Context: an optimization exercise on an open-source flow, tuned for small area. The choices shown serve that exercise and are no tape-out recipe. RTL that was checked went through simulation tests only; none was proved equivalent to the original. No functional check of the RTL was part of runs 2 and 3. Power figures rest on the tool's default switching activity, not on a simulated workload.

[design/flow/design.v]
`timescale 1ns/1ps
package pcie_tlp_pkg;
    typedef enum logic [3:0] {
        REQ_READ  = 4'd0,
        REQ_WRITE = 4'd1
    } tlp_req_e;
    typedef logic [255:0] beat_t;        
    typedef struct packed {
        tlp_req_e    req_type;
        logic [15:0] reg_addr;            
        logic [63:0] payload;
        logic [15:0] requester_id;
        logic [7:0]  tag;
        logic [2:0]  tc;
        logic [6:0]  lower_addr;
        logic [10:0] dw_count;
    } mmio_req_t;
    typedef struct packed {
        logic [15:0] requester_id;
        logic [7:0]  tag;
        logic [2:0]  tc;
        logic [6:0]  lower_addr;
        logic [10:0] dword_count;
        logic [2:0]  status;
    } cpl_hdr_t;
    typedef struct packed {
        tlp_req_e    req_type;
        logic        sop;
        logic        last;
        logic [63:0] addr;
        logic [10:0] dw_count;            
        logic [7:0]  tag;
        logic [2:0]  tc;
        beat_t       payload;
    } rq_req_t;
    typedef struct packed {
        beat_t payload;
        logic  last;
    } rc_beat_t;
    localparam logic [2:0] CPL_STATUS_SC = 3'd0;    
endpackage
`timescale 1ns/1ps
package user_regs_pkg;
    localparam logic [15:0] REG_SCRATCH     = 16'h00;
    localparam logic [15:0] REG_ID          = 16'h04;
    localparam logic [15:0] REG_INT_CTRL    = 16'h08;
    localparam logic [15:0] REG_STATUS      = 16'h0C;
    localparam logic [15:0] REG_DMA_ADDR    = 16'h10;    
    localparam logic [15:0] REG_DMA_CTRL    = 16'h18;
    localparam logic [15:0] REG_DMA_STATUS  = 16'h1C;
    localparam logic [15:0] REG_RT_SRC_ADDR = 16'h20;
    localparam logic [15:0] REG_RT_DST_ADDR = 16'h28;
    localparam logic [15:0] REG_RT_CTRL     = 16'h30;
    localparam logic [15:0] REG_RT_STATUS   = 16'h34;    
    typedef enum logic [1:0] {
        RT_MODE_OFF   = 2'd0,
        RT_MODE_SMALL = 2'd1,
        RT_MODE_LARGE = 2'd2
    } rt_mode_e;
    localparam logic [10:0] RT_SMALL_DWS   = 11'd4;     
    localparam logic [10:0] RT_LARGE_DWS   = 11'd12;    
    localparam logic [63:0] RT_STATUS_DONE = 64'd2;
endpackage
`timescale 1ns/1ps
`timescale 1ns/1ps
`timescale 1ns/1ps
`timescale 1ns/1ps
`timescale 1ns/1ps
module user_logic (
    input  logic                     user_clk,
    input  logic                     user_reset_p,
    input  logic                     cq_valid,
    input  pcie_tlp_pkg::mmio_req_t  cq_req,
    input  logic                     cc_ready,
    output logic                     cc_valid,
    output pcie_tlp_pkg::cpl_hdr_t   cc_hdr,
    output logic [63:0]              cc_data,
    input  logic                     rq_ready,
    output logic                     rq_valid,
    output pcie_tlp_pkg::rq_req_t    rq,
    input  logic                     rc_valid,
    input  pcie_tlp_pkg::rc_beat_t   rc
);
    localparam int NREG = 10;
    function automatic logic [3:0] IDX(input int i);
        case (i)
            0: IDX = 4'd0;   1: IDX = 4'd1;   2: IDX = 4'd2;  3: IDX = 4'd3;
            4: IDX = 4'd4;   5: IDX = 4'd6;   6: IDX = 4'd7;  7: IDX = 4'd8;
            8: IDX = 4'd10;  default: IDX = 4'd12;
        endcase
    endfunction
    localparam int R_SRC  = 7;
    localparam int R_DST  = 8;
    localparam int R_CTRL = 9;
    localparam logic [3:0] IDX_STATUS = 4'd13;
    localparam logic [3:0] IDX_NONE   = 4'd15;
    logic [63:0]     r    [NREG];
    logic [NREG-1:0] rv;
    logic [NREG-1:0] hit;
    logic            hit_status;
    logic            addr_ok;
    logic            wr_req;
    logic            rd_req;
    assign addr_ok    = (cq_req.reg_addr[15:6] == '0) && (cq_req.reg_addr[1:0] == 2'b00);
    assign wr_req     = cq_valid && (cq_req.req_type == pcie_tlp_pkg::REQ_WRITE);
    assign rd_req     = cq_valid && (cq_req.req_type == pcie_tlp_pkg::REQ_READ);
    assign hit_status = addr_ok && (cq_req.reg_addr[5:2] == IDX_STATUS);
    for (genvar i = 0; i < NREG; i++) begin : g_reg
        assign hit[i] = addr_ok && (cq_req.reg_addr[5:2] == IDX(i));
        always_ff @(posedge user_clk or posedge user_reset_p) begin
            if (user_reset_p)
                rv[i] <= 1'b0;
            else if (wr_req && hit[i])
                rv[i] <= 1'b1;
        end
        always_ff @(posedge user_clk) begin
            if (wr_req && hit[i])
                r[i] <= cq_req.payload;
        end
    end
    logic        pending;
    logic        take_req;
    logic        send_cpl;
    logic [3:0]  rd_idx;
    logic [44:0] pend_hdr;
    logic [63:0] rd_data;
    assign take_req = !pending && rd_req;
    assign send_cpl = pending && cc_ready;
    always_ff @(posedge user_clk or posedge user_reset_p) begin
        if (user_reset_p) begin
            pending  <= 1'b0;
            cc_valid <= 1'b0;
        end else begin
            cc_valid <= send_cpl;
            if (take_req)
                pending <= 1'b1;
            else if (send_cpl)
                pending <= 1'b0;
        end
    end
    always_ff @(posedge user_clk) begin
        if (take_req) begin
            rd_idx   <= (hit != '0 || hit_status) ? cq_req.reg_addr[5:2] : IDX_NONE;
            pend_hdr <= cq_req[44:0];
        end
    end
    assign cc_hdr = {pend_hdr, pcie_tlp_pkg::CPL_STATUS_SC};
    logic rt_done;
    always_comb begin
        rd_data = '0;
        for (int i = 0; i < NREG; i++)
            if (rd_idx == IDX(i) && rv[i])
                rd_data = r[i];
        if (rd_idx == IDX_STATUS && rt_done)
            rd_data = user_regs_pkg::RT_STATUS_DONE;
    end
    always_ff @(posedge user_clk)
        cc_data <= rd_data;
    logic ctrl_small, ctrl_large, ctrl_off;
    assign ctrl_small = rv[R_CTRL] && (r[R_CTRL] == 64'd1);
    assign ctrl_large = rv[R_CTRL] && (r[R_CTRL] == 64'd2);
    assign ctrl_off   = !rv[R_CTRL] || (r[R_CTRL] == 64'd0);
    logic busy;          
    logic is_write;      
    logic second;        
    logic big;
    logic wait_data;     
    logic slot;
    logic rc_done;
    logic rq_accept;
    logic load_read, load_wr0, load_wr1, wr_last;
    logic capture;
    logic [63:0]  addr_q;
    logic [255:0] beat0, beat1;
    assign rq_accept = rq_valid && rq_ready;
    assign wr_last   = !big || second;
    assign load_read = !busy && (ctrl_small || ctrl_large);
    assign load_wr0  = wait_data && rc_done;
    assign load_wr1  = rq_accept && is_write && !wr_last;
    assign capture   = busy && rc_valid && !rc_done;
    always_ff @(posedge user_clk or posedge user_reset_p) begin
        if (user_reset_p) begin
            busy      <= 1'b0;
            rq_valid  <= 1'b0;
            rt_done   <= 1'b0;
            wait_data <= 1'b0;
            is_write  <= 1'b0;
            second    <= 1'b0;
            big     <= 1'b0;
            slot      <= 1'b0;
            rc_done   <= 1'b0;
        end else begin
            if (load_read) begin
                busy     <= 1'b1;
                rq_valid <= 1'b1;
                is_write <= 1'b0;
                second   <= 1'b0;
                big    <= ctrl_large;
            end
            if (rq_accept && !is_write) begin
                rq_valid  <= 1'b0;
                wait_data <= 1'b1;
            end
            if (load_wr0) begin
                wait_data <= 1'b0;
                rq_valid  <= 1'b1;
                is_write  <= 1'b1;
            end
            if (load_wr1)
                second <= 1'b1;
            if (rq_accept && is_write && wr_last) begin
                rq_valid <= 1'b0;
                rt_done  <= 1'b1;
            end
            if (rt_done && ctrl_off) begin
                rt_done <= 1'b0;
                busy    <= 1'b0;
            end
            if (!busy) begin
                slot    <= 1'b0;
                rc_done <= 1'b0;
            end else if (capture) begin
                if (rc.last)
                    rc_done <= 1'b1;
                else
                    slot <= 1'b1;
            end
        end
    end
    always_ff @(posedge user_clk) begin
        if (load_read || load_wr0)
            addr_q <= load_read ? (rv[R_SRC] ? r[R_SRC] : '0)
                                : (rv[R_DST] ? r[R_DST] : '0);
        if (capture && !slot)
            beat0 <= rc.payload;
        if (capture && slot)
            beat1 <= rc.payload;
    end
    always_comb begin
        rq.req_type = is_write ? pcie_tlp_pkg::REQ_WRITE : pcie_tlp_pkg::REQ_READ;
        rq.sop      = !second;
        rq.last     = !is_write || wr_last;
        rq.addr     = addr_q;
        rq.dw_count = big ? user_regs_pkg::RT_LARGE_DWS : user_regs_pkg::RT_SMALL_DWS;
        rq.tag      = is_write ? 8'd2 : 8'd1;
        rq.tc       = 3'd0;
        rq.payload  = !is_write ? '0 : second ? beat1 : beat0;
    end
endmodule
[design/flow/run.sh]
#!/bin/bash
# synth_recipe.tcl (not shown) runs the flow's synth.tcl, then flattens the netlist and writes it again
# the make line also repeats each setting of config.mk as NAME=value (left out here)
make -C /OpenROAD-flow-scripts/flow DESIGN_CONFIG=/design/flow/config.mk WORK_HOME=/design/flow/orfs CLKGATE_MAP_FILE= SYNTH_SCRIPT=/design/flow/synth_recipe.tcl finish
[design/flow/config.mk]
export PLATFORM = sky130hd
export DESIGN_NAME = user_logic
export DESIGN_NICKNAME = user_logic
export VERILOG_FILES = /design/flow/design.v
export SDC_FILE = /design/flow/constraint.sdc
export NUM_CORES = 4
export LEC_CHECK = 0
export CAP_MARGIN = 20
export CORE_MARGIN = 2
export CORE_UTILIZATION = 40
export SLEW_MARGIN = 20
[design/flow/constraint.sdc]
create_clock -name core_clock -period 4.0 [get_ports {user_clk}]
set_input_delay 0.8000 -clock core_clock [delete_from_list [all_inputs] [get_ports {user_clk}]]
set_output_delay 0.8000 -clock core_clock [all_outputs]
set_load 0.01 [all_outputs]
==> results of run 1 <==
-- worst max-delay path by stage --
stage	to	cells after the start	slack (ns)
6_report	rq[63]	4	0.07
5_1_grt	rq[1]	5	0.04
4_1_cts	rq[1]	5	0.01
3_5_place_dp	r[2][14]	7	0.09
3_3_place_gp	r[2][14]	7	0.07
2_1_floorplan	beat0[0]	3	-1.20
-- sequential cells by signal, indices dropped and copies added (netlist names), 4 cells and up --
name / flops
r: 640
beat0: 256
cc_data: 64
beat1: 256
pend_hdr: 45
rd_idx: 4
rv: 10
addr_q: 64
-- where the power goes --
| part | internal (uW) | switching [uW] |
|---|---|---|
| Clock | 7220 | 5500 |
| Sequential | 15400 | 5.73 |
| Combinational | 354 | 265 |
| Total | 23000 | 5770 |
-- synth_stat cells (all sizes together) (2+ instances only) --
| library cell | count |
|---|---|
| edfxtp | 1265 |
| nor2 | 293 |
| mux2i | 257 |
| nand2 | 167 |
| a22oi | 119 |
| nand3 | 117 |
| buf | 116 |
| o21ai | 91 |
| a221oi | 85 |
| clkbuf | 78 |
| dfxtp | 64 |
| a222oi | 41 |
| a21oi | 37 |
| dfrtp | 21 |
| nor4 | 17 |
| o22ai | 12 |
| a211oi | 11 |
| or2 | 11 |
| o311ai | 10 |
| and3 | 9 |
| nor3 | 7 |
| nand2b | 6 |
| nor2b | 6 |
| inv | 5 |
| nand4 | 5 |
| and4b | 3 |
| o31ai | 3 |
| and2 | 2 |
| conb | 2 |
| nand3b | 2 |
| o2bb2ai | 2 |
-- worst register-to-register path, delay by kind of cell, from the launching register on --
| family | cells | cell delay [ns] |
|---|---|---|
| AND/OR/NAND/NOR | 5 | 1.67 |
| buffers and inverters | 3 | 0.73 |
| flip-flops | 1 | 0.52 |
| AO/OA/AOI/OAI | 1 | 0.12 |
-- metrics by stage --
stage	hold slack, ns	setup TNS (ns)	utilization [%]	area [um^2]
after floorplan	0.424	-439.65	-	49700
after global placement	0.453	0	49.0	60400
final	0.451	0	52.7	65000
after detailed placement	0.453	0	49.0	60400
after global routing	0.455	0	52.7	65000
after CTS	0.406	0	52.7	65000
-- kinds of logic (layout without fill, tap and decap cells) --
family	count (synthesis)	in the layout
other	2	42
AND/OR/NAND/NOR	652	652
multiplexers	257	257
buffers and inverters	200	1197
AO/OA/AOI/OAI	419	419
flip-flops	1350	1350
XOR/XNOR	1	1
-- metal layers --
layer,vias up,global-route usage (%)
met1,15600,33.5
met5,-,0
met2,1478,40.6
li1,13100,-
met3,279,5.94
met4,16,9.24
-- final cells by class --
| cell class | instances | area, um^2 |
|---|---|---|
| sequential | 1350 | 39800 |
| inverter | 6 | 48.8 |
| fill | 10000 | 58300 |
| antenna | 17 | 42.5 |
| multi-input combinational | 1354 | 9020 |
| clock inverter | 63 | 508 |
| clock buffer | 198 | 3990 |
| timing repair buffer | 930 | 9570 |
| tap | 1637 | 2050 |
-- what timing repair did --
| item | in CTS | in global routing |
|---|---|---|
| gates resized for setup | 1 | 2 |
| setup endpoints to repair | 14 | 3 |
| buffers inserted | 1 | 0 |
==> run summary, run 1 <==
status timing/DRC/antenna clean; drc violations 0; Post-synth EDFFs between 1,000 and 1,500; post-synthesis mux area share 5.19%; largest fanout on the critical path 18; detailed-route vias per instance ~5.5; Max Cap Viol 0; syn_area_per_cell about 17 um^2; overall power 28,800 uW; drt pass-1 iters 6; post-synthesis cell type count 60; Slew headroom around a fifth; Max VDD drop a little under 0.0004 V; Reg clk slew, reported paths 0.06 ns; full die area around 130,000 um^2; leading cell type in the layout, fill and taps excluded edfxtp_1; WL per Instance approximately 30 um; Cell Area, Synth around 50,000 um^2; H-Tree Level Count 4; die width 356 um; instance count of the mapped netlist a little under 3,000; share of cells above drive strength 1 roughly a tenth; R2R depth 9; Setup Crit Path Kind reg -> out; overall routing resource usage around a quarter; Routed Antenna Nets 0; Clock Sinks ~1,400; placer congestion estimate approximately 0.89; port bufs approximately 830; Startpoint Class flip-flop; largest family of logic cells by synthesized area compound AO/OA/AOI/OAI gates; deepest clock path buffer count 3; latest clock arrival within the worst-skew pair around 0.77 ns; Ports ~850; Crit. Startpoint second; Initial DRC Count around 3,400; core area 123,000 um^2; R2R Path End addr_q[32]; Max stage delay cell, worst path dfrtp_4; max-slew violations 0; Final Hold Viols 0; FFs w/ async S/R, synth under 10%; post-synthesis sequential area ratio around four fifths; number of antenna violations at the first check in global routing 41; total wire length 164 mm; Initial Util between 40% and 50%; critical path endpoint category output port; main flop type after synthesis edfxtp_1; post-synth top area cell edfxtp_1; Max Fclk approximately 250 MHz; grt ovf 0; Slew @ Worst Pin about 1.2 ns; Placed Instances approximately 5,300; met2 WL post-DR 78.9 mm; minimum clock period roughly 3.9 ns; highest metal used met5; HPWL Detailed between 100 and 150 mm; post-synthesis compound-gate area fraction under 10%; first-pass GRT wire length 224 mm; Pwr Density roughly 440 nW/um^2; crit path DAT 3.13 ns; Static Leak approximately 0.023 uW; synthesis-stage register bit count 1,350; total CTS buffers around 140; Synth Area in XOR/XNOR less than 1%; Worst Hold Class in -> async; CTS tree built; Warnings, synthesis 2; Post-Synth Adder-Cell Area 0%; largest net degree at the start of global routing 132; most frequent cells in the layout 1,265 x edfxtp_1, 828 x clkdlybuf4s50_1, 284 x nor2_1, 256 x mux2i_1, 165 x nand2_1; vias in the first global route just under 30,000; Layout area overhead 31.2%; CP Cell Sequence buf_4 -> mux2i_1 -> nor2_1 -> clkdlybuf4s50_1; die span in y 356 um; met3 WL 13.2 mm; RR Startpoint r[9][20]; cts hold-fix bufs 0; RSZ-0062 raised after global routing no; worst path required time roughly 3.2 ns; Bufs and invs on worst path 2; worst setup margin approximately 0.071 ns; Largest stage delay, worst path ~0.7 ns; final period utilization between 90% and 100%; top cells by area, synth edfxtp_1 77%, mux2i_1 5.2%, dfxtp_1 2.6%, nor2_1 2.2%, a22oi_1 1.8%; Reg2Reg Setup Slack between 0.6 and 0.7 ns; Synth top area share between 70 and 80%; simple logic cell fraction of the synthesized area approximately 5.7%; M1 WL roughly 66 mm; CP top delay family buffers and inverters; root buf cell clkbuf_16; Via Count between 30,000 and 40,000; Layout Cells excl Fill 5,555; dpl ws roughly 0.09 ns; skew final about 0.027 ns; Net count, final about 4,200; final setup fails 0; row count ~130
==> run 2: changes to the inputs <==
--- a/design/flow/design.v
+++ b/design/flow/design.v
@@ -164,4 +164,6 @@
     logic is_write;      
     logic second;        
+    logic out_b0;        
+    logic out_b1;        
     logic big;
     logic wait_data;     
@@ -187,4 +189,6 @@
             is_write  <= 1'b0;
             second    <= 1'b0;
+            out_b0    <= 1'b0;
+            out_b1    <= 1'b0;
             big     <= 1'b0;
             slot      <= 1'b0;
@@ -196,4 +200,6 @@
                 is_write <= 1'b0;
                 second   <= 1'b0;
+                out_b0   <= 1'b0;
+                out_b1   <= 1'b0;
                 big    <= ctrl_large;
             end
@@ -206,7 +212,11 @@
                 rq_valid  <= 1'b1;
                 is_write  <= 1'b1;
-            end
-            if (load_wr1)
+                out_b0    <= 1'b1;
+            end
+            if (load_wr1) begin
                 second <= 1'b1;
+                out_b0 <= 1'b0;
+                out_b1 <= 1'b1;
+            end
             if (rq_accept && is_write && wr_last) begin
                 rq_valid <= 1'b0;
@@ -245,5 +255,5 @@
         rq.tag      = is_write ? 8'd2 : 8'd1;
         rq.tc       = 3'd0;
-        rq.payload  = !is_write ? '0 : second ? beat1 : beat0;
+        rq.payload  = (beat0 & {256{out_b0}}) | (beat1 & {256{out_b1}});
     end
 endmodule
==> design/flow/flow/run.sh (new file) <==
#!/bin/bash
# Standard ORFS layout, with the port buffers made from the smallest buffer cell.
set -euo pipefail
export BUFFER_PORTS_ARGS="-buffer_cell sky130_fd_sc_hd__buf_1"
bash standard.sh > flow_make.log 2>&1
==> design/flow/standard.sh (new file) <==
#!/bin/bash
# synth_recipe.tcl (not shown) runs the flow's synth.tcl, then flattens the netlist and writes it again
# the make line also repeats each setting of config.mk as NAME=value (left out here)
make -C /OpenROAD-flow-scripts/flow DESIGN_CONFIG=/design/flow/config.mk WORK_HOME=/design/flow/orfs CLKGATE_MAP_FILE= SYNTH_SCRIPT=/design/flow/synth_recipe.tcl "${@:-finish}"
--- a/design/flow/config.mk
+++ b/design/flow/config.mk
@@ -9,3 +9,4 @@
 export CORE_MARGIN = 2
 export CORE_UTILIZATION = 40
+export CTS_BUF_LIST = sky130_fd_sc_hd__clkbuf_8
 export SLEW_MARGIN = 20
removed: design/flow/run.sh
==> run 2 against run 1 <==
Utilization down 2.7 points. Combinational power down 12%. Synthesized cell count up 1.5%. Via count up 3.8%. Critical endpoint is now rq[221]. Die area down 0.15%. Setup slack better by 0.41 ns. Total power down 4.9%. Count of clock-buffer cells in the layout up 37. Routed wire length down 9.0%. Largest power group unchanged.
==> run summary, run 2 <==
status timing/DRC/antenna clean; CP top delay family flip-flops; Setup Buffers After CTS 0 (-1); most frequent cells in the layout 1,265 x edfxtp_1, 828 x buf_1, 256 x a22o_1, 251 x dlygate4sd3_1, 235 x clkbuf_8; minimum clock period 3.52 ns (-0.406 ns); post-synthesis sequential area ratio 80.5% (+0.17 points); worst setup margin 0.476 ns (+0.406 ns); Initial Util 40.2% (about the same); most common cell in the synthesized netlist edfxtp_1; grt ovf 0 (unchanged); Max stage delay cell, worst path dfrtp_4; WL per Instance 25.2 um (-15%); worst path required time 3.20 ns (about the same); Warnings, synthesis 2 (unchanged); Max Cap Viol 0 (unchanged); Synth top area share 76.8% (+0.12 points); Largest stage delay, worst path 0.96 ns (+0.26 ns); instance count of the mapped netlist 2,923 (+1.5%); detailed-route vias per instance 5.33 (-2.7%); Routed Antenna Nets 0 (unchanged); row count 129 (unchanged); crit path DAT 2.72 ns (-0.41 ns); Cell Area, Synth 49,500 um^2 (-0.15%); number of antenna violations at the first check in global routing 24 (-41%); final period utilization 88.1% (-10 points); vias in the first global route 31,900 (+9.1%); deepest clock path buffer count 3 (unchanged); Reg clk slew, reported paths 0.06 ns (about the same); leading cell type in the layout, fill and taps excluded edfxtp_1; Bufs and invs on worst path 2 (unchanged); port bufs 828 (unchanged); Final Hold Viols 0 (unchanged); Static Leak 0.0208 uW (-8.7%); top cells by area, synth edfxtp_1 77%, a22o_1 4.5%, dfxtp_1 2.6%, a22oi_1 1.9%, mux2i_1 1.3%; latest clock arrival within the worst-skew pair 0.93 ns (+0.16 ns); # fillers 10,400 (+4.3%); root buf cell clkbuf_8; max-slew violations 0 (unchanged); post-synth top area cell edfxtp_1; total CTS buffers 214 (+51%); Slew @ Worst Pin 0.977 ns (-0.191 ns); full die area 127,000 um^2 (-0.15%); Clock Sinks 1,351 (+0.074%); dpl ws 0.598 ns (+0.505 ns); H-Tree Level Count 4 (unchanged); total wire length 149 mm (-9.0%); Placed Instances 5,275 (-0.019%); Multi-input gate area 8920 um^2 (-1.1%); Startpoint Class flip-flop; Slew headroom 34.9% (+13 points); FFs w/ async S/R, synth 1.63% (+0.073 points); largest net degree at the start of global routing 115 (-13%); core area 123,000 um^2 (-0.13%); synthesis-stage register bit count 1,351 (+0.074%); Max VDD drop 0.000344 V (-11%); largest fanout on the critical path 52 (+34); placer congestion estimate 0.822 (-7.6%); drt pass-1 iters 6 (unchanged); skew final 0.0350 ns (+0.00825 ns); Worst Hold Class in -> reg; RSZ-0062 raised after global routing no; overall power 27,400 uW (-4.9%); Initial DRC Count 3,224 (-5.7%); Min Hold Slack 0.127 ns (-0.323 ns); CP Cell Sequence buf_4 -> a22o_1 -> buf_1; CTS tree built; overall routing resource usage 22.9% (-2.3 points); Setup Total Neg Slack 0 ns (unchanged); Post-synth EDFFs 1,265 (unchanged); Layout area overhead 24.6%; die width 356 um (about the same); drc violations 0 (unchanged); syn_area_per_cell 16.9 um^2 (-1.6%); Setup Crit Path Kind reg -> out; max FFs per register 640 (unchanged); post-synthesis cell type count 56 (-6.7%); share of cells above drive strength 1 9.55% (-0.63 points); Post-synth top cells 1,265 x edfxtp_1, 256 x a22o_1, 167 x clkbuf_1; critical path endpoint category output port; FF+latch area 39,800 um^2 (about the same); final setup fails 0 (unchanged); Via Count 31,600 (+3.8%); Max Fclk 284 MHz (+12%); first-pass GRT wire length 213 mm (-4.9%); biggest regs r: 640 flops, beat0: 256 flops, beat1: 256 flops; HPWL Detailed 96.9 mm (-18%); Net count, final 4,497 (+7.7%); Ports 854 (unchanged); Layout Cells excl Fill 5,931 (+6.8%); main flop type after synthesis edfxtp_1; die span in y 356 um (about the same); Largest Register r; Pwr Density 444 nW/um^2 (+0.31%)
[run 2: where the power goes]
group / internal, uW / switching [uW] / total (uW)
Sequential: 15400 / 3.99 / 15400
Combinational: 252 / 295 / 547
Clock: 5880 / 5500 / 11400
[run 2: cell families after synthesis]
group / Yosys count / share of synthesized area, %
flip-flops: 1351 / 80.5
AO/OA/AOI/OAI: 789 / 11.7
AND/OR/NAND/NOR: 488 / 4.49
buffers and inverters: 226 / 2.01
multiplexers: 65 / 1.31
XOR/XNOR: 2 / 0.0354
other: 2 / 0.0152
[run 2: repair_timing]
item,in CTS,in global routing
hold endpoints to repair,470,0
resized for setup,0,0
hold buffers,251,0
[run 2: metrics by stage]
stage | cell area (um^2) | utilization (%)
after floorplan | 49600 | -
after global placement | 55000 | 44.6
after detailed placement | 55000 | 44.6
after CTS | 61600 | 50.0
after global routing | 61600 | 50.1
final | 61700 | 50.1
[run 2: worst reg2reg max path, stage by stage (launching register included)]
cell and delay (ns):
edfxtp_1 0.38, nor4_1 0.84, nand4_1 0.20, or3_1 0.53, nor3_4 0.29, or2_4 0.18, buf_12 0.37
[run 2: final cells by class]
cell class / count / area share [%]
Antenna cell: 11 / 0.0446
Clock buffer: 235 / 5.25
Clock inverter: 159 / 1.50
Inverter: 8 / 0.0487
Multi-Input combinational cell: 1369 / 14.5
Sequential cell: 1351 / 64.6
Tap cell: 1637 / 3.32
Timing Repair Buffer: 1161 / 10.8
[run 2: routing by layer]
metal	GRT usage [%]	up-vias	share of wire, %
met5	0	-	0.088
met2	38.9	1284	50
li1	-	14100	-
met4	9.09	20	3.4
met1	27.9	16000	39
met3	6.01	251	7.6
[run 2: path summary, 6_finish.rpt]
path / start / endpoint / slack (ns) / depth (start not counted)
setup / recovery: out_b0 / rq[221] / 0.48 / 3
hold / removal: rc[168] / beat1[167] / 0.13 / 1
setup reg to reg: r[9][60] / addr_q[38] / 0.80 / 6
hold reg to reg: rv[6] / rv[6] / 0.46 / 1
max in group asynchronous: user_reset_p / out_b0 / 3.15 / 4
min in group asynchronous: user_reset_p / cc_valid / 0.50 / 4
==> run 3: changes to the inputs <==
--- a/design/flow/config.mk
+++ b/design/flow/config.mk
@@ -9,4 +9,4 @@
 export CORE_MARGIN = 2
 export CORE_UTILIZATION = 40
-export CTS_BUF_LIST = sky130_fd_sc_hd__clkbuf_8
+export CTS_BUF_LIST = sky130_fd_sc_hd__clkbuf_4
 export SLEW_MARGIN = 20
==> run 3 against run 2 <==
Via count up 5.5%. Non-clock buffer count up 130. Routed wire length up 1.7%. Largest power group unchanged.
==> run summary, run 3 <==
detailed-route vias per instance 5.30 (-0.56%); post-synthesis sequential area ratio 80.5% (unchanged); Net count, final 4,776 (+6.2%); core area 123,000 um^2 (unchanged); Via Count 33,300 (+5.5%); Initial DRC Count 3,255 (+0.96%); Slew @ Worst Pin 0.949 ns (-0.0279 ns); Static Leak 0.0216 uW (+3.9%); top cells by area, synth edfxtp_1 77%, a22o_1 4.5%, dfxtp_1 2.6%, a22oi_1 1.9%, mux2i_1 1.3%; max-slew violations 0 (unchanged); Warnings, synthesis 2 (unchanged); Pwr Density 445 nW/um^2 (+0.20%); root buf cell clkbuf_4; Cell Area, Synth 49,500 um^2 (unchanged); instance count of the mapped netlist 2,923 (unchanged); final setup fails 0 (unchanged); die span in y 356 um (unchanged); FFs w/ async S/R, synth 1.63% (unchanged); CTS tree built; latest clock arrival within the worst-skew pair 1.26 ns (+0.33 ns); drt pass-1 iters 5 (-1); Max stage delay cell, worst path dfrtp_4; full die area 127,000 um^2 (unchanged); most common cell in the synthesized netlist edfxtp_1; first-pass GRT wire length 219 mm (+2.5%); Layout area overhead 28.0%; # fillers 10,400 (-0.84%); Post-synth top cells 1,265 x edfxtp_1, 256 x a22o_1, 167 x clkbuf_1; Layout Cells excl Fill 6,291 (+6.1%); overall routing resource usage 23.3% (+0.44 points); dpl ws 0.598 ns (unchanged); most frequent cells in the layout 1,265 x edfxtp_1, 828 x buf_1, 545 x clkbuf_4, 380 x dlygate4sd3_1, 256 x a22o_1; max FFs per register 640 (unchanged); Max Fclk 269 MHz (-5.3%); status timing/DRC/antenna clean; Reg clk slew, reported paths 0.07 ns (about the same); Area after DPL 55,000 um^2 (unchanged); minimum clock period 3.72 ns (+0.198 ns); leading cell type in the layout, fill and taps excluded edfxtp_1; total wire length 152 mm (+1.7%); Max Cap Viol 0 (unchanged); crit path DAT 2.92 ns (+0.20 ns); Worst Hold Class in -> reg; CP Cell Sequence buf_12 -> a22o_1 -> buf_1; worst setup margin 0.278 ns (-0.198 ns); final period utilization 93.0% (+4.9 points); die width 356 um (unchanged); Slew headroom 36.1% (+1.3 points); Setup Crit Path Kind reg -> out; worst path required time 3.20 ns (about the same); number of antenna violations at the first check in global routing 16 (-33%); largest net degree at the start of global routing 115 (unchanged); Largest Register r; WL per Instance 24.2 um (-4.1%); share of cells above drive strength 1 14.9% (+5.4 points); placer congestion estimate 0.822 (unchanged); Routed Antenna Nets 0 (unchanged); post-synthesis cell type count 56 (unchanged); skew final 0.0781 ns (+0.0431 ns); grt ovf 0 (unchanged); syn_area_per_cell 16.9 um^2 (unchanged); Placed Instances 5,275 (unchanged); synthesis-stage register bit count 1,351 (unchanged); HPWL Detailed 96.9 mm (unchanged); Max VDD drop 0.000291 V (-16%); Clock Sinks 1,351 (unchanged); row count 129 (unchanged); critical path endpoint category output port; main flop type after synthesis edfxtp_1; Initial Util 40.2% (unchanged); Post-synth EDFFs 1,265 (unchanged); RSZ-0062 raised after global routing no; drc violations 0 (unchanged); vias in the first global route 33,700 (+5.7%); port bufs 828 (unchanged); Synth top area share 76.8% (unchanged); Startpoint Class flip-flop; largest fanout on the critical path 93 (+79%); total CTS buffers 363 (+70%); Final Hold Viols 0 (unchanged); deepest clock path buffer count 4 (+1); Largest stage delay, worst path 0.63 ns (-0.33 ns); Min Hold Slack 0.203 ns (+0.0757 ns); design area 63,300 um^2 (+2.7%); H-Tree Level Count 5 (+1); post-synth top area cell edfxtp_1; Ports 854 (unchanged); biggest regs r: 640 flops, beat0: 256 flops, beat1: 256 flops
[run 3: cell counts after synthesis]
No cell type changed its count.
[run 3: critical path, delay by kind of cell (launching register included)]
kind	cells	cell delay (ns)
buffers and inverters	2	0.78
DFF	1	0.63
AOI/OAI and AO/OA	1	0.20
[run 3: timing repair]
action	in CTS	in global routing
setup buffers	1	0
hold buffers	380	0
resized for setup	1	0
hold endpoints to repair	1233	0
endpoints found under the setup margin	46	0
[run 3: cell type report]
type | instances | area (um^2) | area share (%)
inverters | 8 | 30.0 | 0.0474
repair buffers | 1291 | 7960 | 12.6
well taps | 1637 | 2050 | 3.23
clock inverters | 77 | 433 | 0.683
clock buffers | 545 | 4090 | 6.46
diodes | 13 | 32.5 | 0.0514
flip-flops and latches | 1351 | 39800 | 62.9
multi-input cells | 1369 | 8920 | 14.1
[run 3: cells by family (layout without fill, tap and decap cells)]
family,after synthesis,count (layout),synth area share (%)
AOI/OAI and AO/OA,789,789,11.7
xor gates and xnor gates,2,2,0.0354
buffers and inverters,226,1921,2.01
DFF,1351,1351,80.5
muxes,65,65,1.31
other,2,38,0.0152
and+or+nand+nor,488,488,4.49
[run 3: path summary, 6_finish.rpt]
check                             startpoint    endpoint  slack, ns  depth (start not counted)
worst max-delay path                  second      rq[36]       0.28                          3
worst min-delay path             cq_req[127]   rd_idx[2]       0.20                          4
worst max register to register      r[9][60]  addr_q[38]       0.74                          6
worst min register to register         rv[6]       rv[6]       0.47                          1
max in group asynchronous       user_reset_p      out_b0       2.91                          5
min in group asynchronous       user_reset_p    cc_valid       0.72                          5
[run 3: metrics by stage]
stage / TNS [ns] / power, uW / utilization, %
after CTS: 0 / 28500 / 51.4
after detailed placement: 0 / 16100 / 44.6
after global placement: 0 / 16000 / 44.6
after global routing: 0 / 29300 / 51.4
after floorplan: -449.97 / 15800 / -
final: 0 / 28200 / 51.4
[run 3: power by group]
| part | switching (uW) | leakage (uW) | internal (uW) |
|---|---|---|---|
| Combinational | 328 | 0.00678 | 333 |
| Sequential | 4.03 | 0.0120 | 15400 |
| Clock | 5580 | 0.00273 | 6500 |
| Total | 5910 | 0.0216 | 22300 |
[run 3: metal layers]
metal	routed length (um)	share of wire [%]	global-route usage, %	vias to the layer above
li1	-	-	-	14800
met1	59200	39	28.5	16700
met2	76900	51	39.9	1505
met3	11400	7.5	6.06	232
met4	4520	3.0	8.73	10
met5	68	0.045	0	-
==> run 4: changes to the inputs <==
--- a/design/flow/design.v
+++ b/design/flow/design.v
@@ -147,11 +147,13 @@
     assign cc_hdr = {pend_hdr, pcie_tlp_pkg::CPL_STATUS_SC};
     logic rt_done;
+    logic [NREG-1:0] rsel;
+    for (genvar i = 0; i < NREG; i++) begin : g_rsel
+        assign rsel[i] = (rd_idx == IDX(i)) && rv[i];
+    end
     always_comb begin
         rd_data = '0;
         for (int i = 0; i < NREG; i++)
-            if (rd_idx == IDX(i) && rv[i])
-                rd_data = r[i];
-        if (rd_idx == IDX_STATUS && rt_done)
-            rd_data = user_regs_pkg::RT_STATUS_DONE;
+            rd_data = rd_data | (r[i] & {64{rsel[i]}});
+        rd_data[1] = rd_data[1] | ((rd_idx == IDX_STATUS) && rt_done);
     end
     always_ff @(posedge user_clk)
--- a/design/flow/config.mk
+++ b/design/flow/config.mk
@@ -9,4 +9,3 @@
 export CORE_MARGIN = 2
 export CORE_UTILIZATION = 40
-export CTS_BUF_LIST = sky130_fd_sc_hd__clkbuf_4
 export SLEW_MARGIN = 20
==> run 4 against run 3 <==
Still clean. First-iteration DRC count fell by 7.2%. Final area shrank 9.3%. Sequential share of layout area rose by 6.4 points. Maximum frequency rose by 10%. Critical path depth unchanged. Utilization fell by 2.6 points. Setup slack gained 0.35 ns. Largest cell class unchanged.
==> run summary, run 4 <==
status timing/DRC/antenna clean; Largest stage delay, worst path 0.80 ns (+0.17 ns); Initial Util 40.2% (about the same); placer congestion estimate 0.908 (+10%); Crit. Startpoint second; Hold Path Depth 1 (-3); Max Fclk 297 MHz (+10%); Max stage delay cell, worst path dfrtp_4; RSZ-0062 raised after global routing no; H-Tree Level Count 4 (-1); Ports 854 (unchanged); post-synthesis compound-gate area fraction 11.5% (-0.12 points); Max VDD drop 0.000401 V (+38%); drc violations 0 (unchanged); Warnings, synthesis 2 (unchanged); full die area 121,000 um^2 (-4.4%); sequential cell fraction of total power 54.1% (-0.7 points); Cell Area, Synth 47,300 um^2 (-4.4%); Routed Antenna Nets 0 (unchanged); CTS tree built; number of antenna violations at the first check in global routing 37 (+21); main flop type after synthesis edfxtp_1; port bufs 828 (unchanged); max FFs per register 640 (unchanged); Synth Area in XOR/XNOR 0.0185% (-0.017 points); first-pass GRT wire length 198 mm (-9.5%); post-synthesis sequential area ratio 84.2% (+3.7 points); skew final 0.0434 ns (-0.0347 ns); Largest Register r; critical path endpoint category output port; Slew @ Worst Pin 0.782 ns (-0.168 ns); drt pass-1 iters 5 (unchanged); detailed-route vias per instance 5.58 (+5.3%); worst path required time 3.20 ns (about the same); largest net degree at the start of global routing 86 (-25%); Setup Crit Path Kind reg -> out; Final Hold Viols 0 (unchanged); final setup fails 0 (unchanged); crit path DAT 2.57 ns (-0.35 ns); total CTS buffers 140 (-61%); deepest clock path buffer count 3 (-1); cts repair resizes 0 (-1); Startpoint Class flip-flop; die span in y 348 um (-2.2%); latest clock arrival within the worst-skew pair 0.73 ns (-0.53 ns); FFs w/ async S/R, synth 1.63% (unchanged); row count 126 (-2.3%); post-synth top area cell edfxtp_1; Pwr Density 497 nW/um^2 (+12%); HPWL Detailed 98.2 mm (+1.3%); syn_area_per_cell 19.9 um^2 (+18%); share of cells above drive strength 1 9.54% (-5.4 points); Reg2Reg Setup Slack 1.06 ns (+0.32 ns); Setup Buffers After CTS 0 (-1); max-slew violations 0 (unchanged); Slew headroom 47.9% (+12 points); Net count, final 3,668 (-23%); R2R Path End addr_q[25]; most common cell in the synthesized netlist edfxtp_1; HP Start cq_req[35]; Internal Power 22,900 uW (+2.8%); hold endpoint pend_hdr[35]; top cells by area, synth edfxtp_1 80%, a22o_1 6.9%, a22oi_1 3.4%, dfxtp_1 2.7%, dfrtp_1 1.2%; Layout area overhead 21.5%; simple logic cell fraction of the synthesized area 2.36% (-2.1 points); core area 118,000 um^2 (-4.5%); vias in the first global route 26,900 (-20%); minimum clock period 3.37 ns (-0.354 ns); # fillers 9,841 (-5.0%); RR Startpoint r[9][52]; largest fanout on the critical path 85 (-8.6%); Clock power frac 44.7% (+1.8 points); grt ovf 0 (unchanged); Post-synth EDFFs 1,265 (unchanged); biggest regs r: 640 flops, beat0: 256 flops, beat1: 256 flops; Initial DRC Count 3,021 (-7.2%); WL per Instance 28.8 um (+19%); Psw 5660 uW (-4.2%); CP Cell Sequence buf_12 -> a22o_1 -> buf_1; most frequent cells in the layout 1,265 x edfxtp_1, 828 x buf_1, 373 x a22o_1, 214 x a22oi_1, 145 x clkbuf_16; final period utilization 84.2% (-8.8 points); Layout Cells excl Fill 4,938 (-22%); total wire length 142 mm (-6.5%); Post-synth top cells 1,265 x edfxtp_1, 373 x a22o_1, 214 x a22oi_1; leading cell type in the layout, fill and taps excluded edfxtp_1; synthesis-stage register bit count 1,351 (unchanged); overall routing resource usage 22.9% (-0.49 points); Clock Sinks 1,351 (unchanged); root buf cell clkbuf_16; post-synthesis mux area share 0% (-1.3 points); Sw Share 19.8% (-1.1 points); Synth top area share 80.3% (+3.5 points); die width 348 um (-2.2%); Reg clk slew, reported paths 0.06 ns (about the same); instance count of the mapped netlist 2,371 (-19%); Placed Instances 4,668 (-12%); share of power burned in combinational logic 1.2% (-1.1 points); Static Leak 0.0181 uW (-16%); largest family of logic cells by synthesized area compound AO/OA/AOI/OAI gates; R2R depth 6 (unchanged); Finished Core Util 48.9% (-2.6 points); Post-Synth Adder-Cell Area 0% (unchanged); Worst Hold Class in -> reg; post-synthesis cell type count 44 (-21%); Max Cap Viol 0 (unchanged); Via Count 27,500 (-17%)
[run 4: power groups by stage]
stage / Combinational, uW / Sequential (uW) / Clock [uW]
6_report: 352 / 15400 / 12700
5_1_grt: 383 / 15400 / 13500
4_1_cts: 347 / 15400 / 13000
3_5_place_dp: 347 / 15700 / 0
3_3_place_gp: 331 / 15700 / 0
2_1_floorplan: 47.4 / 15700 / 0
[run 4: worst max-delay path: cells and delay by family, from the launching register on]
family	cells	cell delay, ns
buf+inv	2	0.66
compound gates	1	0.20
flops	1	0.80
[run 4: through the flow]
| step | hold slack [ns] | setup TNS (ns) | worst slack (ns) | cell area, um^2 | power [uW] |
|---|---|---|---|---|---|
| floorplan | 0.430 | -1551.71 | -5.43 | 47600 | 15800 |
| global placement | 0.445 | 0 | 0.710 | 52800 | 16100 |
| detailed placement | 0.445 | 0 | 0.717 | 52900 | 16100 |
| CTS | 0.171 | 0 | 0.542 | 57400 | 28800 |
| global route | 0.190 | 0 | 0.523 | 57400 | 29300 |
| finish | 0.236 | 0 | 0.632 | 57500 | 28500 |
[run 4: worst max path at each step]
stage,cells past startpoint,end,slack [ns]
floorplan,1,beat0[0],-5.43
global placement,7,r[2][58],0.71
detailed placement,7,r[2][49],0.72
CTS,3,rq[124],0.54
global route,3,rq[124],0.52
finish,3,rq[4],0.63
[run 4: final cells by class]
cell class / count / area (um^2) / area share (%)
Clock inverter: 56 / 556 / 0.967
Inverter: 8 / 30.0 / 0.0523
Antenna cell: 17 / 42.5 / 0.0740
Sequential cell: 1351 / 39800 / 69.3
Tap cell: 1536 / 1920 / 3.34
Multi-Input combinational cell: 865 / 6910 / 12.0
Clock buffer: 195 / 3970 / 6.90
Timing Repair Buffer: 910 / 4200 / 7.32
[run 4: what timing repair did]
action                     4_1_cts  5_1_grt
hold buffers                     0        1
setup endpoints to repair        0        0
hold endpoints to repair         0        5
[run 4: kinds of logic (layout without fill, tap and decap cells)]
family / count (synthesis) / after routing
buf+inv: 178 / 1169
simple gates: 181 / 181
compound gates: 658 / 658
other cells: 2 / 42
xor+xnor: 1 / 1
flops: 1351 / 1351
[run 4: layer usage]
| layer | global-route usage (%) | up-vias | wire (um) |
|---|---|---|---|
| met2 | 37.6 | 1364 | 70300 |
| met1 | 28.2 | 14100 | 53200 |
| li1 | - | 11800 | - |
| met4 | 8.30 | 32 | 4550 |
| met5 | 0 | - | 188 |
| met3 | 7.57 | 263 | 14000 |
==> run 5: changes to the inputs <==
--- a/design/flow/config.mk
+++ b/design/flow/config.mk
@@ -9,3 +9,5 @@
 export CORE_MARGIN = 2
 export CORE_UTILIZATION = 40
+export CTS_CLUSTER_DIAMETER = 100
+export CTS_CLUSTER_SIZE = 30
 export SLEW_MARGIN = 20
==> run 5 against run 4 <==
Register-to-register slack got worse by 0.05 ns. Via count decreased by 2.3%. Die area unchanged. Sequential power about the same. Sequential share of layout area increased by 3.6 points. Combinational power about the same. Largest power group unchanged.
==> run summary, run 5 <==
status timing/DRC/antenna clean; Ports 854 (unchanged); cts repair resizes 0 (unchanged); Max Fclk 296 MHz (-0.37%); total wire length 140 mm (-1.4%); Static Leak 0.0167 uW (-7.7%); Cell Area, Synth 47,300 um^2 (unchanged); core area 118,000 um^2 (unchanged); vias in the first global route 26,100 (-3.2%); placer congestion estimate 0.908 (unchanged); latest clock arrival within the worst-skew pair 0.70 ns (-0.03 ns); number of antenna violations at the first check in global routing 37 (unchanged); WL per Instance 29.3 um (+1.8%); crit path DAT 2.58 ns (about the same); minimum clock period 3.38 ns (+0.0123 ns); die width 348 um (unchanged); drc violations 0 (unchanged); cts hold-fix bufs 0 (unchanged); Worst Hold Class in -> async; main flop type after synthesis edfxtp_1; largest net degree at the start of global routing 86 (unchanged); instance count of the mapped netlist 2,371 (unchanged); Warnings, synthesis 2 (unchanged); Area after DPL 52,900 um^2 (unchanged); HPWL Detailed 98.2 mm (unchanged); Setup Crit Path Kind reg -> out; Via Count 26,900 (-2.3%); CP top delay family flip-flops; biggest regs r: 640 flops, beat0: 256 flops, beat1: 256 flops; overall power 22,800 uW (-20%); post-synthesis cell type count 44 (unchanged); Routed Antenna Nets 0 (unchanged); deepest clock path buffer count 3 (unchanged); FFs w/ async S/R, synth 1.63% (unchanged); final period utilization 84.5% (+0.31 points); Placed Instances 4,668 (unchanged); Initial DRC Count 2,958 (-2.1%); Initial Util 40.2% (unchanged); CP Cell Sequence buf_4 -> a22o_1 -> buf_1; # fillers 10,100 (+2.9%); Reg clk slew, reported paths 0.12 ns (+0.06 ns); Post-synth EDFFs 1,265 (unchanged); Synth top area share 80.3% (unchanged); final setup fails 0 (unchanged); Max VDD drop 0.000405 V (+1.1%); RSZ-0062 raised after global routing no; Startpoint Class flip-flop; Max stage delay cell, worst path dfrtp_4; dpl ws 0.717 ns (unchanged); syn_area_per_cell 19.9 um^2 (unchanged); Largest Register r; die span in y 348 um (unchanged); worst path required time 3.20 ns (about the same); grt ovf 0 (unchanged); post-synth top area cell edfxtp_1; worst setup margin 0.619 ns (-0.0123 ns); H-Tree Level Count 2 (-2); Reg2Reg Setup Slack 1.01 ns (-0.05 ns); Final Hold Viols 0 (unchanged); max FFs per register 640 (unchanged); most frequent cells in the layout 1,265 x edfxtp_1, 828 x buf_1, 373 x a22o_1, 214 x a22oi_1, 64 x dfxtp_1; share of cells above drive strength 1 5.98% (-3.6 points); Net count, final 3,581 (-2.4%); leading cell type in the layout, fill and taps excluded edfxtp_1; CTS tree built; synthesis-stage register bit count 1,351 (unchanged); drt pass-1 iters 8 (+3); Multi-input gate area 6910 um^2 (unchanged); Setup Buffers After CTS 0 (unchanged); Post-synth top cells 1,265 x edfxtp_1, 373 x a22o_1, 214 x a22oi_1; Layout Cells excl Fill 4,781 (-3.2%); total CTS buffers 54 (-61%); full die area 121,000 um^2 (unchanged); Clock Sinks 1,351 (unchanged); port bufs 828 (unchanged); max-slew violations 0 (unchanged); Slew headroom 48.5% (+0.66 points); critical path endpoint category output port; Layout area overhead 15.5%; Largest stage delay, worst path 0.82 ns (+0.02 ns); post-synthesis sequential area ratio 84.2% (unchanged); first-pass GRT wire length 194 mm (-1.8%); Max Cap Viol 0 (unchanged); root buf cell clkbuf_16; largest fanout on the critical path 41 (-52%); most common cell in the synthesized netlist edfxtp_1; top cells by area, synth edfxtp_1 80%, a22o_1 6.9%, a22oi_1 3.4%, dfxtp_1 2.7%, dfrtp_1 1.2%; design area 54,600 um^2 (-4.9%); detailed-route vias per instance 5.63 (+0.94%); FF+latch area 39,800 um^2 (unchanged); Bufs and invs on worst path 2 (unchanged); overall routing resource usage 22.3% (-0.52 points); Pwr Density 418 nW/um^2 (-16%); skew final 0.0605 ns (+0.0171 ns); Slew @ Worst Pin 0.772 ns (-0.00990 ns); row count 126 (unchanged)
[run 5: cell counts after synthesis]
No cell type changed its count.
[run 5: path summary, 6_finish.rpt]
check,startpoint,end,depth (start not counted)
worst max-delay path,out_b0,rq[142],3
worst min-delay path,user_reset_p,slot,2
worst max register to register,r[9][53],addr_q[16],6
worst min register to register,rv[1],rv[1],1
max in group asynchronous,user_reset_p,rv[0],3
min in group core_clock,cq_req[35],pend_hdr[35],1
[run 5: cells by family (layout without fill, tap and decap cells)]
group	count (synthesis)	count (layout)	synth area share [%]
DFF	1351	1351	84.2
buffers and inverters	178	1011	1.88
xor gates and xnor gates	1	1	0.0185
and+or+nand+nor	181	181	2.36
other	2	43	0.0159
AOI/OAI and AO/OA	658	658	11.5
[run 5: where the power goes]
group          internal (uW)  leakage [uW]  switching (uW)
clock                   2800      0.000805            4280
sequential             15400        0.0121            3.65
combinational           94.5       0.00382             258
[run 5: routing by layer]
metal	routed length [um]	up-vias	global-route usage [%]
met5	227	-	0
met4	4430	36	6.78
met3	13300	213	6.80
met2	69800	1321	37.6
met1	52400	13800	27.7
li1	-	11500	-
[run 5: final cells by class]
| class | count | area share [%] |
|---|---|---|
| Antenna cell | 18 | 0.0825 |
| Clock buffer | 83 | 2.71 |
| Clock inverter | 11 | 0.408 |
| Inverter | 8 | 0.0550 |
| Multi-Input combinational cell | 865 | 12.6 |
| Sequential cell | 1351 | 72.9 |
| Tap cell | 1536 | 3.52 |
| Timing Repair Buffer | 909 | 7.68 |
[run 5: metrics by stage]
stage | setup TNS (ns) | hold WS (ns) | utilization [%]
floorplan | -1551.71 | 0.430 | -
global placement | 0 | 0.445 | 44.9
detailed placement | 0 | 0.445 | 45.0
CTS | 0 | 0.204 | 46.4
global route | 0 | 0.0218 | 46.4
finish | 0 | 0.0200 | 46.5
==> run 6: changes to the inputs <==
--- a/design/flow/config.mk
+++ b/design/flow/config.mk
@@ -8,5 +8,5 @@
 export CAP_MARGIN = 20
 export CORE_MARGIN = 2
-export CORE_UTILIZATION = 40
+export CORE_UTILIZATION = 75
 export CTS_CLUSTER_DIAMETER = 100
 export CTS_CLUSTER_SIZE = 30
==> run 6 against run 5 <==
Still clean on timing, DRC and antenna. Combinational power increased by 3%. Global-route usage increased by 21 points. Register-to-register slack got worse by 0.15 ns. Via count increased by 7.5%. Count of clock-buffer cells in the layout increased by 10.
==> run summary, run 6 <==
status timing/DRC/antenna clean; Max Cap Viol 0 (unchanged); Max Fclk 288 MHz (-2.5%); WL per Instance 34.8 um (+19%); Synth top area share 80.3% (unchanged); Ports 854 (unchanged); overall power 22,300 uW (-2.3%); Largest stage delay, worst path 0.83 ns (about the same); cts repair resizes 0 (unchanged); Slew headroom 32.9% (-16 points); minimum clock period 3.47 ns (+0.0867 ns); syn_area_per_cell 19.9 um^2 (unchanged); synthesis-stage register bit count 1,351 (unchanged); crit path DAT 2.67 ns (+0.09 ns); share of power burned in combinational logic 1.6% (about the same); Post-synth EDFFs 1,265 (unchanged); CTS tree built; die width 255 um (-27%); share of cells above drive strength 1 5.08% (-0.90 points); Post-synth top cells 1,265 x edfxtp_1, 373 x a22o_1, 214 x a22oi_1; biggest regs r: 640 flops, beat0: 256 flops, beat1: 256 flops; Startpoint Class flip-flop; Area after DPL 51,700 um^2 (-2.2%); vias in the first global route 27,000 (+3.4%); H-Tree Level Count 2 (unchanged); Warnings, synthesis 2 (unchanged); total CTS buffers 51 (-5.6%); Setup Crit Path Kind reg -> out; HP Start cq_req[26]; Static Leak 0.0164 uW (-1.4%); dpl ws 0.547 ns (-0.170 ns); Clock power frac 29.3% (-1.7 points); cts hold-fix bufs 0 (unchanged); design area 53,300 um^2 (-2.5%); Net count, final 3,559 (-0.61%); port bufs 828 (unchanged); Worst Hold Class in -> reg; placer congestion estimate 0.990 (+9.1%); Final Hold Viols 0 (unchanged); Reg2Reg Setup Slack 0.86 ns (-0.15 ns); skew final 0.0317 ns (-0.0288 ns); drt pass-1 iters 6 (-2); latest clock arrival within the worst-skew pair 0.69 ns (about the same); CP Cell Sequence buf_4 -> a22o_1 -> buf_1; RSZ-0062 raised after global routing no; Largest Register r; final setup fails 0 (unchanged); row count 92 (-27%); RR Startpoint r[9][20]; Sw Share 19.2% (-0.70 points); Initial DRC Count 4,414 (+49%); worst setup margin 0.533 ns (-0.0867 ns); Initial Util 75.4% (+35 points); FFs w/ async S/R, synth 1.63% (unchanged); leading cell type in the layout, fill and taps excluded edfxtp_1; root buf cell clkbuf_16; sequential cell fraction of total power 69.1% (+1.6 points); Slew @ Worst Pin 1.01 ns (+0.235 ns); worst path required time 3.20 ns (about the same); HPWL Detailed 97.5 mm (-0.67%); total wire length 142 mm (+1.6%); most common cell in the synthesized netlist edfxtp_1; detailed-route vias per instance 7.07 (+26%); number of antenna violations at the first check in global routing 46 (+24%); largest net degree at the start of global routing 110 (+28%); critical path endpoint category output port; full die area 65,100 um^2 (-46%); most frequent cells in the layout 1,265 x edfxtp_1, 828 x buf_1, 373 x a22o_1, 214 x a22oi_1, 64 x dfxtp_1; drc violations 0 (unchanged); largest fanout on the critical path 46 (+12%); grt ovf 0 (unchanged); Crit. Startpoint second; post-synthesis cell type count 44 (unchanged); post-synth top area cell edfxtp_1; main flop type after synthesis edfxtp_1; core area 62,700 um^2 (-47%); max FFs per register 640 (unchanged); Setup Buffers After CTS 0 (unchanged); Cell Area, Synth 47,300 um^2 (unchanged); overall routing resource usage 42.9% (+21 points); Finished Core Util 84.9% (+38 points); first-pass GRT wire length 192 mm (-1.4%); Via Count 29,000 (+7.5%); final period utilization 86.7% (+2.2 points); Layout area overhead 12.7%; Setup Total Neg Slack 0 ns (unchanged); instance count of the mapped netlist 2,371 (unchanged); die span in y 255 um (-27%); post-synthesis sequential area ratio 84.2% (unchanged); deepest clock path buffer count 3 (unchanged); Psw 4280 uW (-5.8%); Reg clk slew, reported paths 0.12 ns (about the same); Max VDD drop 0.000527 V (+30%); Internal Power 18,000 uW (-1.5%); max-slew violations 0 (unchanged); top cells by area, synth edfxtp_1 80%, a22o_1 6.9%, a22oi_1 3.4%, dfxtp_1 2.7%, dfrtp_1 1.2%; Clock Sinks 1,351 (unchanged); Max stage delay cell, worst path dfrtp_4; Routed Antenna Nets 0 (unchanged); # fillers 2,810 (-72%); Pwr Density 419 nW/um^2 (+0.14%)
## run 6: cell counts after synthesis
No cell type changed its count.
## run 6: final cells by class
class / instances / area (um^2) / share of cell area, %
Sequential cell: 1351 / 39800 / 74.7
Multi-Input combinational cell: 865 / 6900 / 13.0
Timing Repair Buffer: 890 / 3860 / 7.25
Clock buffer: 93 / 1460 / 2.73
Tap cell: 846 / 1060 / 1.99
Antenna cell: 37 / 92.6 / 0.174
Clock inverter: 3 / 55.1 / 0.103
Inverter: 8 / 30.0 / 0.0564
## run 6: cell families (layout without fill, tap and decap cells)
group	after synthesis	after routing	share of synthesized area, %
other cells	2	62	0.0159
flops	1351	1351	84.2
buf+inv	178	994	1.88
simple gates	181	181	2.36
compound gates	658	658	11.5
xor+xnor	1	1	0.0185
## run 6: power by group through the flow
stage	Clock [uW]	Sequential [uW]	Combinational, uW
after floorplan	0	15700	47.4
final	6530	15400	364
after global placement	0	15700	318
after detailed placement	0	15700	345
after CTS	6480	15400	348
after global routing	6930	15400	381
## run 6: metal layers
metal / vias up / part of all wire (%) / track usage [%]
met5: - / 0.099 / 0
met4: 26 / 8.0 / 30.1
met3: 417 / 15 / 15.1
met2: 2459 / 46 / 64.1
met1: 14600 / 31 / 53.3
li1: 11500 / - / -
## run 6: stage by stage
step	instances	hold WS, ns
global placement	3960	0.445
detailed placement	3960	0.446
finish	4093	0.278
CTS	4056	0.290
global route	4078	0.275
floorplan	2394	0.430
## run 6: final timing paths
kind | to | cells after the start
max | rq[66] | 3
min in group asynchronous | cc_valid | 2
max in group asynchronous | second | 2
max reg2reg | addr_q[12] | 6
min reg2reg | rv[5] | 1
min | pend_hdr[26] | 1
## run 6: critical path, delay by kind of cell, from the launching register on
family	cells	cell delay, ns
compound gates	1	0.33
buf+inv	2	0.82
flops	1	0.83
==> run 7: changes to the inputs <==
--- a/design/flow/config.mk
+++ b/design/flow/config.mk
@@ -8,6 +8,7 @@
 export CAP_MARGIN = 20
 export CORE_MARGIN = 2
-export CORE_UTILIZATION = 75
+export CORE_UTILIZATION = 65
 export CTS_CLUSTER_DIAMETER = 100
 export CTS_CLUSTER_SIZE = 30
+export GPL_TIMING_DRIVEN = 0
 export SLEW_MARGIN = 20
==> run 7 against run 6 <==
Clock skew fell by 0.0040 ns. Highest routed layer unchanged. Count of clock-buffer cells in the layout stayed put. Via count up 1.6%. Critical path type unchanged. The layout now fails its checks (negative setup slack). Synthesized cell count did not move. Clock power is essentially flat. Sequential power about the same.
==> run summary, run 7 <==
most frequent cells in the layout 1,265 x edfxtp_1, 854 x buf_1, 373 x a22o_1, 214 x a22oi_1, 124 x clkbuf_1; cts hold-fix bufs 0 (unchanged); syn_area_per_cell 19.9 um^2 (unchanged); deepest clock path buffer count 3 (unchanged); Finished Core Util 76.3% (-8.6 points); Post-synth top cells 1,265 x edfxtp_1, 373 x a22o_1, 214 x a22oi_1; Largest Register r; skew final 0.0277 ns (-0.00402 ns); Area after DPL 53,200 um^2 (+2.9%); full die area 74,900 um^2 (+15%); instance count of the mapped netlist 2,371 (unchanged); most common cell in the synthesized netlist edfxtp_1; WL per Instance 34.7 um (-0.27%); Min Hold Slack 0.0422 ns (-0.236 ns); overall power 22,300 uW (about the same); drc violations 0 (unchanged); Max VDD drop 0.000390 V (-26%); layout check failures negative setup slack; Final Hold Viols 0 (unchanged); Ports 854 (unchanged); Post-synth EDFFs 1,265 (unchanged); Reg2Reg Setup Slack 0.24 ns (-0.62 ns); Via Count 29,400 (+1.6%); crit path DAT 3.28 ns (+0.61 ns); Net count, final 3,763 (+5.7%); design area 54,700 um^2 (+2.7%); row count 98 (+6.5%); CTS tree built; Max stage delay cell, worst path clkbuf_1; leading cell type in the layout, fill and taps excluded edfxtp_1; Worst Hold Class in -> async; Slew headroom 17.5% (-15 points); R2R depth 7 (+1); first-pass GRT wire length 205 mm (+6.8%); largest fanout on the critical path 10 (-78%); Initial DRC Count 4,586 (+3.9%); Sw Share 19.1% (-0.12 points); worst setup margin -0.0783 ns (-0.611 ns); synthesis-stage register bit count 1,351 (unchanged); FFs w/ async S/R, synth 1.63% (unchanged); die width 274 um (+7.3%); final period utilization 102% (+15 points); Reg clk slew, reported paths 0.12 ns (about the same); Layout area overhead 15.7%; final setup fails 6 (+6); Static Leak 0.0172 uW (+4.4%); drt pass-1 iters 6 (unchanged); max-slew violations 0 (unchanged); Setup Total Neg Slack -0.280 ns (-0.280 ns); Setup Crit Path Kind reg -> out; Pwr Density 407 nW/um^2 (-2.7%); worst path required time 3.20 ns (about the same); top cells by area, synth edfxtp_1 80%, a22o_1 6.9%, a22oi_1 3.4%, dfxtp_1 2.7%, dfrtp_1 1.2%; Clock power frac 29.4% (about the same); Startpoint Class flip-flop; CP Cell Sequence clkbuf_1 -> clkbuf_1 -> clkbuf_1 -> a22o_1 -> buf_1; placer congestion estimate 0.975 (-1.6%); largest net degree at the start of global routing 48 (-56%); minimum clock period 4.08 ns (+0.611 ns); vias in the first global route 27,700 (+2.9%); overall routing resource usage 39.7% (-3.2 points); Warnings, synthesis 2 (unchanged); max FFs per register 640 (unchanged); sequential cell fraction of total power 69.1% (about the same); main flop type after synthesis edfxtp_1; Synth top area share 80.3% (unchanged); post-synth top area cell edfxtp_1; Max Cap Viol 0 (unchanged); grt ovf 0 (unchanged); share of power burned in combinational logic 1.5% (about the same); total wire length 152 mm (+6.7%); RR Startpoint rd_idx[0]; Clock Sinks 1,351 (unchanged); Crit. Startpoint out_b0; Routed Antenna Nets 0 (unchanged); Max Fclk 245 MHz (-15%); total CTS buffers 51 (unchanged); Initial Util 65.9% (-9.5 points); die span in y 274 um (+7.3%); RSZ-0062 raised after global routing yes; post-synthesis cell type count 44 (unchanged); detailed-route vias per instance 6.72 (-5.0%); Internal Power 18,000 uW (+0.11%); share of cells above drive strength 1 7.15% (+2.1 points); status complete, but fails checks; post-synthesis sequential area ratio 84.2% (unchanged); biggest regs r: 640 flops, beat0: 256 flops, beat1: 256 flops; latest clock arrival within the worst-skew pair 0.66 ns (-0.03 ns); Cell Area, Synth 47,300 um^2 (unchanged); number of antenna violations at the first check in global routing 29 (-37%); Psw 4250 uW (-0.64%); Largest stage delay, worst path 0.51 ns (-0.32 ns); R2R Path End cc_data[26]; H-Tree Level Count 2 (unchanged); HPWL Detailed 113 mm (+16%); worst setup path endpoint rq[63]; root buf cell clkbuf_16; Slew @ Worst Pin 1.24 ns (+0.231 ns); port bufs 828 (unchanged); critical path endpoint category output port; most frequent cell on the critical path clkbuf_1; core area 71,700 um^2 (+14%)
-- run 7: cell counts after synthesis --
No cell type changed its count.
-- run 7: power by group through the flow --
stage | sequential (uW) | combinational [uW] | clock [uW]
floorplan | 15700 | 47.4 | 0
global placement | 15700 | 287 | 0
detailed placement | 15700 | 322 | 0
CTS | 15400 | 324 | 6530
global route | 15400 | 365 | 6970
finish | 15400 | 335 | 6550
-- run 7: kinds of logic (layout without fill, tap and decap cells) --
logic type	after synthesis	count (layout)	share of synthesized area (%)
other	2	38	0.0159
and+or+nand+nor	181	181	2.36
xor gates and xnor gates	1	1	0.0185
DFF	1351	1351	84.2
AOI/OAI and AO/OA	658	658	11.5
buffers and inverters	178	1198	1.88
-- run 7: worst min path at each step --
stage | from | endpoint
2_1_floorplan | rv[0] | rv[0]
3_3_place_gp | rv[2] | rv[2]
3_5_place_dp | rv[1] | rv[1]
4_1_cts | cq_req[20] | pend_hdr[20]
5_1_grt | user_reset_p | rv[4]
6_report | user_reset_p | rv[2]
-- run 7: final cells by class --
| class | count | area (um^2) |
|---|---|---|
| fillers | 4251 | 17000 |
| repair buffers | 925 | 4420 |
| multi-input cells | 865 | 6880 |
| well taps | 950 | 1190 |
| plain buffers | 169 | 862 |
| clock buffers | 93 | 1460 |
| diodes | 13 | 32.5 |
| flip-flops and latches | 1351 | 39800 |
| clock inverters | 3 | 55.1 |
| inverters | 8 | 30.0 |
-- run 7: layer usage --
metal	share of wire, %	global-route usage [%]
met3	16	15.9
met4	4.2	14.9
met5	0.11	0
met1	33	51.0
met2	47	61.7
-- run 7: what timing repair did --
item,CTS,global route
setup endpoints to repair,21,12
buffers inserted,1,0
pin swaps,1,0
resized for setup,3,4
-- run 7: through the flow --
stage                     instances  worst slack, ns
after CTS                      4362           0.0510
after global placement         4172            -9.32
after global routing           4372          -0.0321
after floorplan                2394            -5.43
final                          4377          -0.0783
after detailed placement       4266           -0.610
-- run 7: critical path: cells and delay by family, from the launching register on --
| family | cells | cell delay, ns |
|---|---|---|
| AO/OA/AOI/OAI | 1 | 0.40 |
| buffers and inverters | 4 | 1.86 |
| flip-flops | 1 | 0.34 |
==> run 8: changes to the inputs <==
--- a/design/flow/config.mk
+++ b/design/flow/config.mk
@@ -11,4 +11,3 @@
 export CTS_CLUSTER_DIAMETER = 100
 export CTS_CLUSTER_SIZE = 30
-export GPL_TIMING_DRIVEN = 0
 export SLEW_MARGIN = 20
==> run 8 against run 7 <==
Now clean on timing, DRC and antenna. Sequential share of layout area is 1.7 points higher. Global-route usage is 4.1 points lower. Clock power is 0.6% lower. Critical path type unchanged. Die area stayed put. Routed wire length is 10% lower. First-iteration DRC count is 17% lower. Sequential power hardly changed. Hold slack better by 0.26 ns. Utilization is 1.7 points lower. Critical endpoint is now rq[62].
==> run summary, run 8 <==
status timing/DRC/antenna clean; root buf cell clkbuf_16; Pwr Density 416 nW/um^2 (+2.1%); Post-synth EDFFs 1,265 (unchanged); Setup Buffers After CTS 0 (-1); drt pass-1 iters 6 (unchanged); crit path DAT 2.68 ns (-0.60 ns); worst path required time 3.20 ns (about the same); Setup Crit Path Kind reg -> out; most frequent cells in the layout 1,265 x edfxtp_1, 828 x buf_1, 373 x a22o_1, 214 x a22oi_1, 64 x dfxtp_1; Slew headroom 32.8% (+15 points); overall power 22,300 uW (-0.17%); post-synthesis sequential area ratio 84.2% (unchanged); total wire length 137 mm (-10%); design area 53,500 um^2 (-2.3%); syn_area_per_cell 19.9 um^2 (unchanged); most common cell in the synthesized netlist edfxtp_1; M1 GR Usage 49.7% (-1.3 points); largest fanout on the critical path 51 (+41); cts hold-fix bufs 0 (unchanged); Layout area overhead 13.1%; max FFs per register 640 (unchanged); row count 98 (unchanged); Ports 854 (unchanged); core area 71,700 um^2 (unchanged); Via Count 27,800 (-5.5%); HPWL Detailed 94.5 mm (-16%); biggest regs r: 640 flops, beat0: 256 flops, beat1: 256 flops; RR Startpoint r[9][21]; Clock Sinks 1,351 (unchanged); largest net degree at the start of global routing 79 (+65%); RSZ-0062 raised after global routing no; Max Cap Viol 0 (unchanged); R2R Path End addr_q[61]; overall routing resource usage 35.6% (-4.1 points); Layout Cells excl Fill 4,186 (-4.4%); placer congestion estimate 0.976 (about the same); synthesis-stage register bit count 1,351 (unchanged); Synth top area share 80.3% (unchanged); FFs w/ async S/R, synth 1.63% (unchanged); grt ovf 0 (unchanged); GRT met3 Usage 10.2% (-5.6 points); Setup Total Neg Slack 0 ns (+0.280 ns); Placed Instances 4,070 (-4.6%); CP Depth 3 (-2); share of cells above drive strength 1 5.25% (-1.9 points); deepest clock path buffer count 3 (unchanged); Largest stage delay, worst path 0.96 ns (+0.45 ns); latest clock arrival within the worst-skew pair 0.67 ns (about the same); Routed Antenna Nets 0 (unchanged); Bufs and invs on worst path 2 (-2); Worst Hold Class in -> reg; vias in the first global route 26,300 (-5.1%); cts repair resizes 0 (-3); Internal Power 18,000 uW (-0.11%); max-slew violations 0 (unchanged); CTS tree built; Sw Share 19.0% (-0.055 points); Crit. Startpoint second; WL per Instance 32.6 um (-6.1%); Max VDD drop 0.000491 V (+26%); first-pass GRT wire length 188 mm (-8.2%); M2 GR Usage 55.6% (-6.0 points); drc violations 0 (unchanged); Final Hold Viols 0 (unchanged); share of power burned in combinational logic 1.5% (about the same); final period utilization 87.1% (-15 points); Psw 4230 uW (-0.46%); most used routing layer met2; Cell Area, Synth 47,300 um^2 (unchanged); die span in y 274 um (unchanged)
[run 8: cells by family after synthesis]
logic type	Yosys count	share of synthesized area, %
AO/OA/AOI/OAI	658	11.5
XOR/XNOR	1	0.0185
buffers and inverters	178	1.88
flip-flops	1351	84.2
other	2	0.0159
AND/OR/NAND/NOR	181	2.36
[run 8: through the flow]
step           setup slack (ns)  hold slack, ns
6_report                  0.516           0.307
5_1_grt                   0.429           0.288
4_1_cts                   0.578           0.279
3_5_place_dp              0.583           0.446
3_3_place_gp              0.647           0.445
2_1_floorplan             -5.43           0.430
[run 8: final cells by class]
type	instances	area [um^2]	area share, %
inverters	8	30.0	0.0561
well taps	950	1190	2.22
repair buffers	896	3990	7.46
clock inverters	3	55.1	0.103
flip-flops and latches	1351	39800	74.4
diodes	20	50.0	0.0935
multi-input cells	865	6910	12.9
clock buffers	93	1460	2.72
[run 8: worst min path at each step]
stage                     slack [ns]           end  startpoint  cells after the start
after global placement          0.45         rv[5]       rv[5]                      1
final                           0.31  pend_hdr[13]  cq_req[13]                      1
after floorplan                 0.43         rv[0]       rv[0]                      1
after detailed placement        0.45         rv[4]       rv[4]                      1
after global routing            0.29  pend_hdr[32]  cq_req[32]                      1
after CTS                       0.28  pend_hdr[24]  cq_req[24]                      1
[run 8: power groups by stage]
stage / combinational (uW) / sequential (uW) / clock [uW]
after floorplan: 47.4 / 15700 / 0
after global placement: 302 / 15700 / 0
after detailed placement: 327 / 15700 / 0
after CTS: 329 / 15400 / 6530
after global routing: 365 / 15400 / 6980
final: 338 / 15400 / 6510
[run 8: per-layer routing]
metal | wire, um | part of all wire [%] | up-vias
met5 | 130 | 0.095 | -
met4 | 3800 | 2.8 | 18
met3 | 18300 | 13 | 198
met2 | 65900 | 48 | 1867
met1 | 48400 | 35 | 14200
li1 | - | - | 11500

Check on run 8: ideal ports give 0.516 ns setup slack; a clkbuf_16 on the clock port and buf_2 on the inputs give 0.451 ns; moving port delays by the midpoint clock arrival (0.715 ns) as well gives 0.495 ns.
